What follows belongs to an exercise in optimizing a design on an open flow for small area, a short achievable clock period and few clock cycles per item; a production flow would make more cautious choices.
In this exercise RTL edits were held to simulation tests only and were not proved equivalent to the original.
Power figures rest on the tool's default switching activity, not on a simulated workload.

File: config.mk
export PLATFORM = sky130hd
export DESIGN_NAME = paged_framebuffer_refresh_top
export DESIGN_NICKNAME = paged_framebuffer_refresh_top
export VERILOG_FILES = /design/flow/design.v
export SDC_FILE = /design/flow/constraint.sdc
export NUM_CORES = 8
export LEC_CHECK = 0
export CAP_MARGIN = 20
export CORE_MARGIN = 2
export CORE_UTILIZATION = 50
export SLEW_MARGIN = 20
export SYNTH_MEMORY_MAX_BITS = 16384
File: constraint.sdc
create_clock -name core_clock -period 10.0 [get_ports {clock}]
set_input_delay 2.0000 -clock core_clock [delete_from_list [all_inputs] [get_ports {clock}]]
set_output_delay 2.0000 -clock core_clock [all_outputs]
set_load 0.01 [all_outputs]
File: design.v
package pfbr_pkg;
   localparam int PANEL_WIDTH  = 128;
   localparam int PANEL_HEIGHT = 64;
   localparam int PAGE_COUNT   = (PANEL_HEIGHT + 7) / 8;
   localparam int STORE_BYTES  = PANEL_WIDTH * PAGE_COUNT;
   localparam int STORE_AW     = $clog2(STORE_BYTES);
   localparam int COL_W        = $clog2(PANEL_WIDTH);
   localparam int PAGE_W       = (PAGE_COUNT > 1) ? $clog2(PAGE_COUNT) : 1;
   localparam logic [7:0] OP_PAGE      = 8'hB0;
   localparam logic [7:0] OP_COL_UPPER = 8'h10;
   localparam logic [7:0] OP_COL_LOWER = 8'h00;
   typedef enum logic [1:0] {
      CMD_SET_PIXEL  = 2'd0,
      CMD_GET_PIXEL  = 2'd1,
      CMD_WRITE_BYTE = 2'd2,
      CMD_REFRESH    = 2'd3
   } cmd_type;
   typedef enum logic [1:0] {
      PHASE_PAGE  = 2'd0,
      PHASE_UPPER = 2'd1,
      PHASE_LOWER = 2'd2,
      PHASE_DATA  = 2'd3
   } phase_type;
   typedef enum logic [1:0] {
      ST_CLEAR,
      ST_IDLE,
      ST_EXEC
   } state_type;
endpackage
module pfbr_ram #(
   parameter int WIDTH = 8,
   parameter int DEPTH = 1024
) (
   input  logic                     clock,
   input  logic                     wr_en,
   input  logic [$clog2(DEPTH)-1:0] wr_addr,
   input  logic [WIDTH-1:0]         wr_data,
   input  logic [$clog2(DEPTH)-1:0] rd_addr,
   output logic [WIDTH-1:0]         rd_data
);
   logic [WIDTH-1:0] mem_ff [DEPTH];
   logic [WIDTH-1:0] rd_data_ff;
   always_ff @(posedge clock) begin
      if (wr_en) begin
         mem_ff[wr_addr] <= wr_data;
      end
      rd_data_ff <= mem_ff[rd_addr];
   end
   assign rd_data = rd_data_ff;
endmodule
module paged_framebuffer_refresh_top (
   input  logic        clock,
   input  logic        reset,
   input  logic        start,
   output logic        busy,
   input  logic [1:0]  req_command,
   input  logic [7:0]  req_x_coord,
   input  logic [7:0]  req_y_coord,
   input  logic        req_pixel_on,
   input  logic [9:0]  req_byte_index,
   input  logic [7:0]  req_byte_value,
   output logic        rsp_strobe,
   output logic        rsp_pixel_value,
   output logic        rsp_bus_valid,
   output logic        rsp_bus_is_data,
   output logic [7:0]  rsp_bus_byte,
   output logic        rsp_frame_done
);
   pfbr_pkg::state_type state_ff, state_in;
   logic [pfbr_pkg::STORE_AW-1:0] clear_addr_ff, clear_addr_in;
   logic accept;
   logic [1:0]                    cmd_ff;
   logic [2:0]          bit_sel_ff;
   logic                pixel_on_ff;
   logic                in_range_ff;
   logic                index_ok_ff;
   logic [7:0]          byte_value_ff;
   logic [pfbr_pkg::STORE_AW-1:0] addr_ff;
   logic [pfbr_pkg::PAGE_W-1:0] page_ff, page_in;
   pfbr_pkg::phase_type         phase_ff, phase_in;
   logic [pfbr_pkg::COL_W-1:0]  column_ff, column_in;
   logic       rsp_strobe_ff;
   logic       pixel_value_ff, pixel_value_in;
   logic       bus_valid_ff, bus_valid_in;
   logic       bus_is_data_ff, bus_is_data_in;
   logic [7:0] bus_byte_ff, bus_byte_in;
   logic       frame_done_ff, frame_done_in;
   logic                ram_wr_en;
   logic [pfbr_pkg::STORE_AW-1:0] ram_wr_addr;
   logic [7:0]          ram_wr_data;
   logic [pfbr_pkg::STORE_AW-1:0] ram_rd_addr;
   logic [7:0]          ram_rd_data;
   logic                req_in_range;
   logic                req_index_ok;
   logic [pfbr_pkg::STORE_AW-1:0] pixel_addr;
   logic [pfbr_pkg::STORE_AW-1:0] refresh_addr;
   logic [7:0]          bit_mask;
   logic                exec_write;
   assign accept = start && (state_ff == pfbr_pkg::ST_IDLE);
   assign req_in_range = (32'(req_x_coord) < pfbr_pkg::PANEL_WIDTH) && (32'(req_y_coord) < pfbr_pkg::PANEL_HEIGHT);
   assign req_index_ok = 32'(req_byte_index) < pfbr_pkg::STORE_BYTES;
   assign pixel_addr   = pfbr_pkg::STORE_AW'(32'(req_y_coord[7:3]) * pfbr_pkg::PANEL_WIDTH + 32'(req_x_coord));
   assign refresh_addr = pfbr_pkg::STORE_AW'(32'(page_ff) * pfbr_pkg::PANEL_WIDTH + 32'(column_ff));
   always_comb begin
      case (req_command)
         pfbr_pkg::CMD_SET_PIXEL, pfbr_pkg::CMD_GET_PIXEL: ram_rd_addr = pixel_addr;
         pfbr_pkg::CMD_WRITE_BYTE:               ram_rd_addr = pfbr_pkg::STORE_AW'(req_byte_index);
         default:                      ram_rd_addr = refresh_addr;
      endcase
   end
   always_comb begin
      state_in      = state_ff;
      clear_addr_in = clear_addr_ff;
      unique case (state_ff)
         pfbr_pkg::ST_CLEAR: begin
            clear_addr_in = clear_addr_ff + 1'b1;
            if (32'(clear_addr_ff) == pfbr_pkg::STORE_BYTES - 1) begin
               state_in = pfbr_pkg::ST_IDLE;
            end
         end
         pfbr_pkg::ST_IDLE: begin
            if (start) begin
               state_in = pfbr_pkg::ST_EXEC;
            end
         end
         pfbr_pkg::ST_EXEC: state_in = pfbr_pkg::ST_IDLE;
         default: state_in = pfbr_pkg::ST_IDLE;
      endcase
   end
   assign bit_mask   = 8'(1) << bit_sel_ff;
   assign exec_write = ((cmd_ff == pfbr_pkg::CMD_SET_PIXEL) && in_range_ff)
                    || ((cmd_ff == pfbr_pkg::CMD_WRITE_BYTE) && index_ok_ff);
   always_comb begin
      busy        = 1'b1;
      ram_wr_en   = 1'b0;
      ram_wr_addr = addr_ff;
      ram_wr_data = byte_value_ff;
      unique case (state_ff)
         pfbr_pkg::ST_CLEAR: begin
            ram_wr_en   = 1'b1;
            ram_wr_addr = clear_addr_ff;
            ram_wr_data = 8'h00;
         end
         pfbr_pkg::ST_IDLE: busy = 1'b0;
         pfbr_pkg::ST_EXEC: begin
            ram_wr_en = exec_write;
            if (cmd_ff == pfbr_pkg::CMD_SET_PIXEL) begin
               ram_wr_data = pixel_on_ff ? (ram_rd_data | bit_mask)
                                         : (ram_rd_data & ~bit_mask);
            end
         end
         default: busy = 1'b1;
      endcase
   end
   always_comb begin
      page_in        = page_ff;
      phase_in       = phase_ff;
      column_in      = column_ff;
      pixel_value_in = 1'b0;
      bus_valid_in   = 1'b0;
      bus_is_data_in = 1'b0;
      bus_byte_in    = 8'h00;
      frame_done_in  = 1'b0;
      case (cmd_ff)
         pfbr_pkg::CMD_GET_PIXEL: pixel_value_in = in_range_ff && ram_rd_data[bit_sel_ff];
         pfbr_pkg::CMD_REFRESH: begin
            bus_valid_in = 1'b1;
            unique case (phase_ff)
               pfbr_pkg::PHASE_PAGE: begin
                  bus_byte_in = pfbr_pkg::OP_PAGE | {4'h0, 4'(page_ff)};
                  phase_in    = pfbr_pkg::PHASE_UPPER;
               end
               pfbr_pkg::PHASE_UPPER: begin
                  bus_byte_in = pfbr_pkg::OP_COL_UPPER;
                  phase_in    = pfbr_pkg::PHASE_LOWER;
               end
               pfbr_pkg::PHASE_LOWER: begin
                  bus_byte_in = pfbr_pkg::OP_COL_LOWER;
                  phase_in    = pfbr_pkg::PHASE_DATA;
                  column_in   = pfbr_pkg::COL_W'(pfbr_pkg::PANEL_WIDTH - 1);
               end
               default: begin
                  bus_is_data_in = 1'b1;
                  bus_byte_in    = ram_rd_data;
                  if (column_ff == '0) begin
                     phase_in  = pfbr_pkg::PHASE_PAGE;
                     column_in = pfbr_pkg::COL_W'(pfbr_pkg::PANEL_WIDTH - 1);
                     if (32'(page_ff) + 1 >= pfbr_pkg::PAGE_COUNT) begin
                        frame_done_in = 1'b1;
                        page_in       = '0;
                     end else begin
                        page_in = page_ff + 1'b1;
                     end
                  end else begin
                     column_in = column_ff - 1'b1;
                  end
               end
            endcase
         end
         default: ;
      endcase
   end
   always_ff @(posedge clock) begin
      if (reset) begin
         state_ff      <= pfbr_pkg::ST_CLEAR;
         clear_addr_ff <= '0;
         page_ff       <= '0;
         phase_ff      <= pfbr_pkg::PHASE_PAGE;
         column_ff     <= pfbr_pkg::COL_W'(pfbr_pkg::PANEL_WIDTH - 1);
         rsp_strobe_ff <= 1'b0;
      end else begin
         state_ff      <= state_in;
         clear_addr_ff <= clear_addr_in;
         rsp_strobe_ff <= (state_ff == pfbr_pkg::ST_EXEC);
         if (state_ff == pfbr_pkg::ST_EXEC) begin
            page_ff   <= page_in;
            phase_ff  <= phase_in;
            column_ff <= column_in;
         end
      end
   end
   always_ff @(posedge clock) begin
      if (accept) begin
         cmd_ff        <= req_command;
         bit_sel_ff    <= req_y_coord[2:0];
         pixel_on_ff   <= req_pixel_on;
         in_range_ff   <= req_in_range;
         index_ok_ff   <= req_index_ok;
         byte_value_ff <= req_byte_value;
         addr_ff       <= ram_rd_addr;
      end
      if (state_ff == pfbr_pkg::ST_EXEC) begin
         pixel_value_ff <= pixel_value_in;
         bus_valid_ff   <= bus_valid_in;
         bus_is_data_ff <= bus_is_data_in;
         bus_byte_ff    <= bus_byte_in;
         frame_done_ff  <= frame_done_in;
      end
   end
   pfbr_ram #(
      .WIDTH (8),
      .DEPTH (pfbr_pkg::STORE_BYTES)
   ) u_frame_store (
      .clock   (clock),
      .wr_en   (ram_wr_en),
      .wr_addr (ram_wr_addr),
      .wr_data (ram_wr_data),
      .rd_addr (ram_rd_addr),
      .rd_data (ram_rd_data)
   );
   assign rsp_strobe      = rsp_strobe_ff;
   assign rsp_pixel_value = pixel_value_ff;
   assign rsp_bus_valid   = bus_valid_ff;
   assign rsp_bus_is_data = bus_is_data_ff;
   assign rsp_bus_byte    = bus_byte_ff;
   assign rsp_frame_done  = frame_done_ff;
endmodule
File: run.sh
#!/bin/bash
# synth_recipe.tcl (not shown) runs the flow's synth.tcl, then flattens the netlist and writes it again
# the make line also repeats each setting of config.mk as NAME=value (left out here)
make -C /OpenROAD-flow-scripts/flow DESIGN_CONFIG=/design/flow/config.mk WORK_HOME=/design/flow/orfs CLKGATE_MAP_FILE= SYNTH_SCRIPT=/design/flow/synth_recipe.tcl finish
==> metrics.csv <==
metric;value;unit
status;finished clean;
track_usage;30.9;%
fin_util;55.6;%
vias_per_cell;6.30;
grt_setup_unrepaired;false;
num_rows;297;
slew_violations;0;
cts_max_level;6;
cts_setup_buffers;0;
synth.distinct_cells;67;
drive_above_1_share;7.86;%
fmax;134;MHz
drt-wirelength-per-cell;31.4;µm
worst_pin_slew;1340;ps
synth_top_area_share;75.3;%
core;654000;µm²
grt_pass1_wl;1480000;µm
synth_ff_type;edfxtp_1;
antenna_left;0;
drcViolationCount;0;
synthCells;24486;
clkTransAtPathRegs;60;ps
synth-edff-count;8229;
cts_tree;yes;
crit_fanout;131;
grt_pass1_vias;195488;
port-buffer-count;53;
start_kind;primary input;
finClkSkew;69.5;ps
final_cell_mix;edfxtp_1 (8,229), nand2_1 (7,125), nand3_1 (3,661);
antenna_found_initial;82;
leakage;119;nW
drv_cap;0;
yosys_warnings;2;
power_density;201;nW/µm²
netlist_top_cells_area;edfxtp_1 (75%), nand2_1 (8.2%), nand3_1 (5.6%);
final_common_cell;edfxtp_1;
final_hold_viol_count;0;
initial_utilization;50.2;%
drt_iter0_markers;32190;
avgSynthCellArea;13.4;µm²
first_pass_iters;8;
yosys.area.top_type;edfxtp_1;
num_io_pins;54;
slew_headroom;10.5;%
ys_ff_latch;8262;
place_congestion;0.862;
holdBufCountCts;0;
die_h;814;µm
synth_area;328000;µm²
ys_seq_area_share;75.5;%
period_share;74.8;%
nets;24274;
cts.sinks;8262;
total_power;73.1;mW
grt-ovfl-total;0;
ctsResizeCount;0;
crit_type;primary input to register;
clock_latency;1190;ps
cts_buffer_depth;4;
crit_path_end_kind;register;
syn2layout_area_growth;10.7;%
final.min_clock_period;7480;ps
dp_hpwl;601000;µm
setup_violations;0;
worstPathArrival;8510;ps
grt_max_degree;187;
num_vias;212046;
ir_drop;191;µV
synthesis.nets;24535;
hp-class;register to register;
cts_made_buffers;816;
chipWidth;814;µm
die-area;663000;µm²
async_reset_ff_share;0;%
cts_root_buf;clkbuf_16;
worstPathRequired;11030;ps
wl;1060000;µm
[metrics by stage]
| stage | std cells | area (µm²) | TNS, ps | hold WS (ps) | setup slack [ps] |
|---|---|---|---|---|---|
| final | 33670 | 364000 | 0 | 513 | 2520 |
| after global placement | 32070 | 337000 | 0 | 482 | 1460 |
| after global routing | 33583 | 363000 | 0 | 526 | 2470 |
| after floorplan | 24486 | 328000 | -6796910 | 443 | -6640 |
| after detailed placement | 32075 | 338000 | 0 | 499 | 1430 |
| after CTS | 33571 | 363000 | 0 | 507 | 2670 |
[report_power, final]
| group | internal [mW] | switching, mW |
|---|---|---|
| registers | 37.5 | 0.0662 |
| clock network | 16.8 | 13.2 |
| logic | 1.43 | 4.09 |
[cell type report]
| cell class | count | area (µm²) |
|---|---|---|
| multi-input cells | 14499 | 72200 |
| flip-flops and latches | 8262 | 248000 |
| repair buffers | 625 | 6700 |
| well taps | 8671 | 10800 |
| clock inverters | 466 | 3980 |
| clock buffers | 1030 | 21600 |
| inverters | 21 | 123 |
| fillers | 52506 | 290000 |
| diodes | 96 | 240 |
[kinds of logic after synthesis]
group	count (synthesis)	share of synthesized area (%)
adders and majority gates	9	0.0343
AOI/OAI and AO/OA	1831	4.02
and+or+nand+nor	12080	15.3
DFF	8262	75.5
buffers and inverters	1725	2.73
xor gates and xnor gates	16	0.0427
muxes	563	2.39
[sequential cells by signal, summed over array words and instances (netlist names), 2 cells and up]
register and flops:
byte_value_ff 8, bit_sel_ff 3, addr_ff 10, page_ff 3
u_frame_store.rd_data_ff 8, state_ff 2, column_ff 7, bus_byte_ff 8
cmd_ff 2, clear_addr_ff 10, phase_ff 2, u_frame_store.mem_ff 8192
[cell usage after synthesis, types with 6 or more instances]
cell       number
mux4_2        167
or2_2          10
o221ai_1       16
a311oi_1        7
dfxtp_1        33
and2_1          7
a22oi_1        57
mux4_1          6
o211ai_1       42
o2111ai_1     107
a41oi_1         9
o21ai_0        95
buf_2         549
mux2i_1       385
a21oi_1       269
a32oi_1       582
nor4_1         11
nand2b_1        6
ha_1            9
buf_1         185
a31o_2          6
a221oi_1       51
edfxtp_1     8229
nand4_1        10
xnor2_1         6
buf_8          15
nor2_1       1138
buf_12          6
nand3b_1        6
clkbuf_1      629
xor2_1         10
and3_1         26
or3_1           9
inv_1          17
buf_4         230
nor3_1         17
nand3_1      3667
buf_6          90
nand2_1      7157
a22o_1          8
a31oi_1       542
a21o_1         11
[layer usage]
metal | track usage (%) | up-vias | wire [µm]
li1 | - | 89672 | -
met1 | 43.6 | 107218 | 408000
met2 | 46.7 | 13149 | 483000
met3 | 5.93 | 1973 | 116000
met4 | 14.3 | 34 | 49100
met5 | 0 | - | 247
[final timing paths]
| check | start | endpoint | slack (ps) | cells past startpoint |
|---|---|---|---|---|
| setup / recovery | req_command[1] | u_frame_store.rd_data_ff[0] | 2520 | 13 |
| setup reg to reg | state_ff[0] | u_frame_store.mem_ff[935][5] | 3900 | 7 |
| hold / removal | column_ff[6] | column_ff[6] | 510 | 2 |
| hold reg to reg | column_ff[6] | column_ff[6] | 510 | 2 |
[worst max-delay path, stage by stage]
cell	delay, ps
clkdlybuf4s50_1	980
and2b_1	290
a21oi_4	600
buf_12	510
buf_12	520
mux4_2	590
o211ai_1	420
a221oi_1	240
a31oi_1	750
a31oi_1	220
nor4_1	850
buf_4	240
nand4b_1	90
Testbench counts, summed over its fixed seeds: cycles 83,912, items 41,952.

static timing again, ports no longer ideal:
In the flow no input, the clock included, has a driving cell. The finished layout below was timed again as built, in two steps.
Step 1, drivers: a clkbuf_16 drives clock and a buf_2 each remaining input, both assumed.
Step 2 times the ports against the registers' clock, not the clock port: input delays grow and output delays shrink by t, the midpoint of the rising clock arrivals with the driver on.
Slacks: no drivers / after step 1 / after step 2; pairs: no drivers / after step 1.
t, ns: 1.296
setup WS [ns]: 2.519 / 2.627 / 1.330
hold WS [ns]: 0.513 / 0.513 / 0.513
slew at the worst register clock pin (ns): 0.07 / 0.07
worst slew at a driven data input, ns: 0.04
After both steps this run still meets setup and hold. The setup slack of this run moves by +0.108 ns with the drivers and by -1.189 ns with both steps.
